Context: an optimization exercise on an open-source flow, tuned for small area, a short achievable clock period and few clock cycles. The choices shown serve that exercise and are no tape-out recipe.
RTL that was checked went through simulation tests only; none was proved equivalent to the original.

v6:
==> module swt_back, before the edit <==
module swt_back #(
	parameter int NUM_TIMERS = 32
) (
	input  wire logic         clk,
	input  wire logic         arst_n,
	input  wire logic         cmd_valid,
	input  wire logic [1:0]   cmd_op,
	input  wire logic [NUM_TIMERS-1:0] cmd_sel,
	input  wire logic         cmd_wait,
	output      logic [NUM_TIMERS-1:0] busy_nx,
	input  wire logic [15:0]  cmd_deadline,
	input  wire logic         cmd_due,
	output      logic [15:0]  nxt,
	output      logic         nxt_inc,
	input  wire logic [7:0]   cmd_payload,
	output      logic         cmd_take,
	input  wire logic         res_full,
	output      logic         res_push,
	output      logic [4:0]   res_id,
	output      logic [7:0]   res_payload,
	output      logic         res_last
);
	localparam logic [1:0] OP_TICK   = 2'd0;
	localparam logic [1:0] OP_ARM    = 2'd1;
	localparam logic [1:0] OP_CANCEL = 2'd2;
	logic [15:0]           nxt2_q;
	logic [15:0]           nxt2n_q;
	logic [NUM_TIMERS-1:0] active_q;
	logic [NUM_TIMERS-1:0] match_q;
	logic [NUM_TIMERS-1:0] rest_q;
	logic [NUM_TIMERS-1:0] pend2_q;
	logic [NUM_TIMERS-1:0] sel_q;
	logic                  p1v_q;
	logic                  p2v_q;
	logic                  selv_q;
	logic                  last_q;
	logic [15:0]           dl_mem [0:NUM_TIMERS-1];
	logic [7:0]            pl_mem [0:NUM_TIMERS-1];
	logic [NUM_TIMERS-1:0] hit2;
	logic [NUM_TIMERS-1:0] fire;
	logic [NUM_TIMERS-1:0] we;
	logic                  any_fire;
	logic                  p1_free;
	logic                  adv;
	logic                  is_tick;
	logic                  is_arm;
	logic                  is_cancel;
	logic                  tick_go;
	logic                  arm_go;
	function automatic logic [NUM_TIMERS-1:0] lowest(input logic [NUM_TIMERS-1:0] v);
		logic [NUM_TIMERS-1:0] p;
		p = v;
		for (int s = 1; s < NUM_TIMERS; s = s * 2) begin
			p = p | (p << s);
		end
		lowest = v & ~(p << 1);
	endfunction
	function automatic logic [NUM_TIMERS-1:0] above(input logic [NUM_TIMERS-1:0] v);
		logic [NUM_TIMERS-1:0] p;
		p = v;
		for (int s = 1; s < NUM_TIMERS; s = s * 2) begin
			p = p | (p << s);
		end
		above = v & (p << 1);
	endfunction
	function automatic logic single(input logic [NUM_TIMERS-1:0] v);
		logic [NUM_TIMERS-1:0] a;
		logic [NUM_TIMERS-1:0] m;
		a = v;
		m = '0;
		for (int w = 1; w < NUM_TIMERS; w = w * 2) begin
			for (int i = 0; i + w < NUM_TIMERS; i = i + 2 * w) begin
				m[i] = m[i] || m[i + w] || (a[i] && a[i + w]);
				a[i] = a[i] || a[i + w];
			end
		end
		single = !m[0];
	endfunction
	assign is_tick   = cmd_valid && (cmd_op == OP_TICK);
	assign is_arm    = cmd_valid && (cmd_op == OP_ARM);
	assign is_cancel = cmd_valid && (cmd_op == OP_CANCEL);
	assign res_push  = selv_q && !res_full;
	assign p1_free   = !p1v_q || (res_push && last_q);
	assign adv       = res_push || !selv_q;
	assign tick_go   = is_tick && (!p2v_q || p1_free);
	assign arm_go    = is_arm && !cmd_wait;
	assign cmd_take  = tick_go || arm_go || is_cancel;
	assign we        = arm_go ? cmd_sel : '0;
	assign busy_nx   = (res_push ? rest_q : (sel_q | rest_q)) | pend2_q |
	                   (is_tick ? (active_q & match_q) : '0);
	assign fire      = tick_go ? (active_q & match_q) : '0;
	assign any_fire  = tick_go && (|(active_q & match_q));
	assign nxt       = nxt2_q;
	assign nxt_inc   = tick_go;
	always_comb begin
		for (int i = 0; i < NUM_TIMERS; i++) begin
			if (i < NUM_TIMERS / 2) begin
				hit2[i] = (dl_mem[i] == nxt2_q);
			end else begin
				hit2[i] = (dl_mem[i] == nxt2n_q);
			end
		end
	end
	always_comb begin
		res_id      = '0;
		res_payload = '0;
		for (int i = 0; i < NUM_TIMERS; i++) begin
			if (sel_q[i]) begin
				res_id      = res_id | 5'(i);
				res_payload = res_payload | pl_mem[i];
			end
		end
		res_last = last_q;
	end
	always_ff @(posedge clk) begin
		for (int i = 0; i < NUM_TIMERS; i++) begin
			if (we[i]) begin
				dl_mem[i] <= (i < NUM_TIMERS / 2) ? cmd_deadline : ~cmd_deadline;
				pl_mem[i] <= cmd_payload;
				match_q[i] <= cmd_due;
			end else if (tick_go) begin
				match_q[i] <= hit2[i];
			end
		end
	end
	always_ff @(posedge clk or negedge arst_n) begin
		if (!arst_n) begin
			nxt2_q   <= 16'd2;
			nxt2n_q  <= ~16'd2;
			active_q <= '0;
			rest_q   <= '0;
			pend2_q  <= '0;
			sel_q    <= '0;
			p1v_q    <= 1'b0;
			p2v_q    <= 1'b0;
			selv_q   <= 1'b0;
			last_q   <= 1'b0;
		end else begin
			if (tick_go) begin
				nxt2_q  <= nxt2_q + 1'b1;
				nxt2n_q <= nxt2n_q - 1'b1;
			end
			for (int i = 0; i < NUM_TIMERS; i++) begin
				if (we[i]) begin
					active_q[i] <= 1'b1;
				end else if (is_cancel && cmd_sel[i]) begin
					active_q[i] <= 1'b0;
				end else if (fire[i]) begin
					active_q[i] <= 1'b0;
				end
			end
			if (p1_free) begin
				sel_q   <= '0;
				rest_q  <= p2v_q ? pend2_q : fire;
				selv_q  <= 1'b0;
				p1v_q   <= p2v_q || any_fire;
				pend2_q <= p2v_q ? fire : '0;
				p2v_q   <= p2v_q && any_fire;
			end else begin
				if (adv) begin
					sel_q  <= lowest(rest_q);
					rest_q <= above(rest_q);
					last_q <= single(rest_q);
					selv_q <= 1'b1;
				end
				pend2_q <= pend2_q | fire;
				p2v_q   <= p2v_q || any_fire;
			end
		end
	end
endmodule
==> flow/config.mk <==
export PLATFORM = sky130hd
export DESIGN_NAME = software_timer_expiry_scan
export DESIGN_NICKNAME = software_timer_expiry_scan
export VERILOG_FILES = /design/flow/design.v
export SDC_FILE = /design/flow/constraint.sdc
export NUM_CORES = 4
export LEC_CHECK = 0
export ABC_CLOCK_PERIOD_IN_PS = 2600
export CAP_MARGIN = 20
export CORE_MARGIN = 2
export CORE_UTILIZATION = 40
export CTS_CLUSTER_DIAMETER = 80
export CTS_CLUSTER_SIZE = 24
export SETUP_SLACK_MARGIN = 3.4
export SLEW_MARGIN = 20
export TNS_END_PERCENT = 20
==> flow/constraint.sdc <==
create_clock -name core_clock -period 6.0 [get_ports {clk}]
set_input_delay 1.2000 -clock core_clock [delete_from_list [all_inputs] [get_ports {clk}]]
set_output_delay 1.2000 -clock core_clock [all_outputs]
set_load 0.01 [all_outputs]
standard.sh (not shown) runs the stock make flow with config.mk's settings and CLKGATE_MAP_FILE= SYNTH_SCRIPT=/design/flow/synth_recipe.tcl, a recipe that flattens the netlist after the stock synthesis.
==> flow/flow/run.sh <==
#!/bin/bash
# Layout flow: the standard flow (standard synthesis, ORFS place, CTS,
# route) with two changes: the port buffers are plain buf_4 cells instead of
# ORFS's default pick (a slow delay cell), and CTS inserts no dummy loads.
# Each tool's output goes to standard.log in this folder (and ORFS's own logs
# under orfs/logs).
set -o pipefail
export BUFFER_PORTS_ARGS="-buffer_cell sky130_fd_sc_hd__buf_4"
export CTS_ARGS="-sink_clustering_enable -repair_clock_nets -sink_clustering_size 24 -sink_clustering_max_diameter 80 -dont_use_dummy_load"
bash standard.sh > standard.log 2>&1
### v6 -> v7
diff --git a/flow/design.v b/flow/design.v
--- a/flow/design.v
+++ b/flow/design.v
@@ -140,7 +140,6 @@
 	localparam logic [1:0] OP_ARM    = 2'd1;
 	localparam logic [1:0] OP_CANCEL = 2'd2;
 	logic [15:0]           nxt2_q;
-	logic [15:0]           nxt2n_q;
 	logic [NUM_TIMERS-1:0] active_q;
 	logic [NUM_TIMERS-1:0] match_q;
 	logic [NUM_TIMERS-1:0] rest_q;
@@ -210,11 +209,7 @@
 	assign nxt_inc   = tick_go;
 	always_comb begin
 		for (int i = 0; i < NUM_TIMERS; i++) begin
-			if (i < NUM_TIMERS / 2) begin
-				hit2[i] = (dl_mem[i] == nxt2_q);
-			end else begin
-				hit2[i] = (dl_mem[i] == nxt2n_q);
-			end
+			hit2[i] = (dl_mem[i] == nxt2_q);
 		end
 	end
 	always_comb begin
@@ -231,7 +226,7 @@
 	always_ff @(posedge clk) begin
 		for (int i = 0; i < NUM_TIMERS; i++) begin
 			if (we[i]) begin
-				dl_mem[i] <= (i < NUM_TIMERS / 2) ? cmd_deadline : ~cmd_deadline;
+				dl_mem[i] <= cmd_deadline;
 				pl_mem[i] <= cmd_payload;
 				match_q[i] <= cmd_due;
 			end else if (tick_go) begin
@@ -242,7 +237,6 @@
 	always_ff @(posedge clk or negedge arst_n) begin
 		if (!arst_n) begin
 			nxt2_q   <= 16'd2;
-			nxt2n_q  <= ~16'd2;
 			active_q <= '0;
 			rest_q   <= '0;
 			pend2_q  <= '0;
@@ -253,8 +247,7 @@
 			last_q   <= 1'b0;
 		end else begin
 			if (tick_go) begin
-				nxt2_q  <= nxt2_q + 1'b1;
-				nxt2n_q <= nxt2n_q - 1'b1;
+				nxt2_q <= nxt2_q + 1'b1;
 			end
 			for (int i = 0; i < NUM_TIMERS; i++) begin
 				if (we[i]) begin
## What came out
- Latest clock arrival within the worst-skew pair in v7 vs v6: down 0.02 ns
- The hold slack in v7 sits 0.013 ns below the value recorded for v6.
- Measured against each other, v6 and v7 differ in clock-buffer cell count, the lower figure coming from v7.
- Fmax delta (v7 − v6): favourable
- A capture point of the worst path of u_back.match_q[31]$_DFFE_PP_ is what v6 shows, while u_back.match_q[22]$_DFFE_PP_ belongs to v7.
- v7 ends up with a number of multi-input logic gates that is about 2% lower than in v6.
- v7 — number of cells upsized or downsized after cts about 6.5% higher, v6 as reference
- v7 against v6: setup slack rose by 0.099 ns, number of non-clock buffers in the layout has decreased.
Testbench counts of v7, summed over its fixed seeds: cycles 16,436.
The RTL of v6 was laid out without a check of its function.

==> port drivers added, routing unchanged <==
How much do the figures lean on ideal ports? The routed layouts below were timed once more, with nothing changed but the port constraints.
Step 1 assumes that a clkbuf_16 drives the clock port and a buf_2 every other input.
Step 2, shift: input delay + t, output delay - t, t = (earliest + latest rising clock arrival at the registers) / 2. This alone moves slack from input paths to output paths.
a / b / c = ideal / step 1 / step 2; a / b = the first two.
run	t (ns)	setup slack, ns	hold WS [ns]	worst setup path at the end	latest minus earliest clock arrival (ns)
v6	0.707	3.275 / 3.268 / 2.640	0.481 / 0.481 / 0.481	input to register	0.104 / 0.105
v7	0.710	3.374 / 3.327 / 2.745	0.468 / 0.442 / 0.480	input to register	0.037 / 0.037
After both steps every run listed still meets setup and hold. The setup slack of v6, which loses most, moves by -0.007 ns with the drivers and by -0.635 ns with both steps.
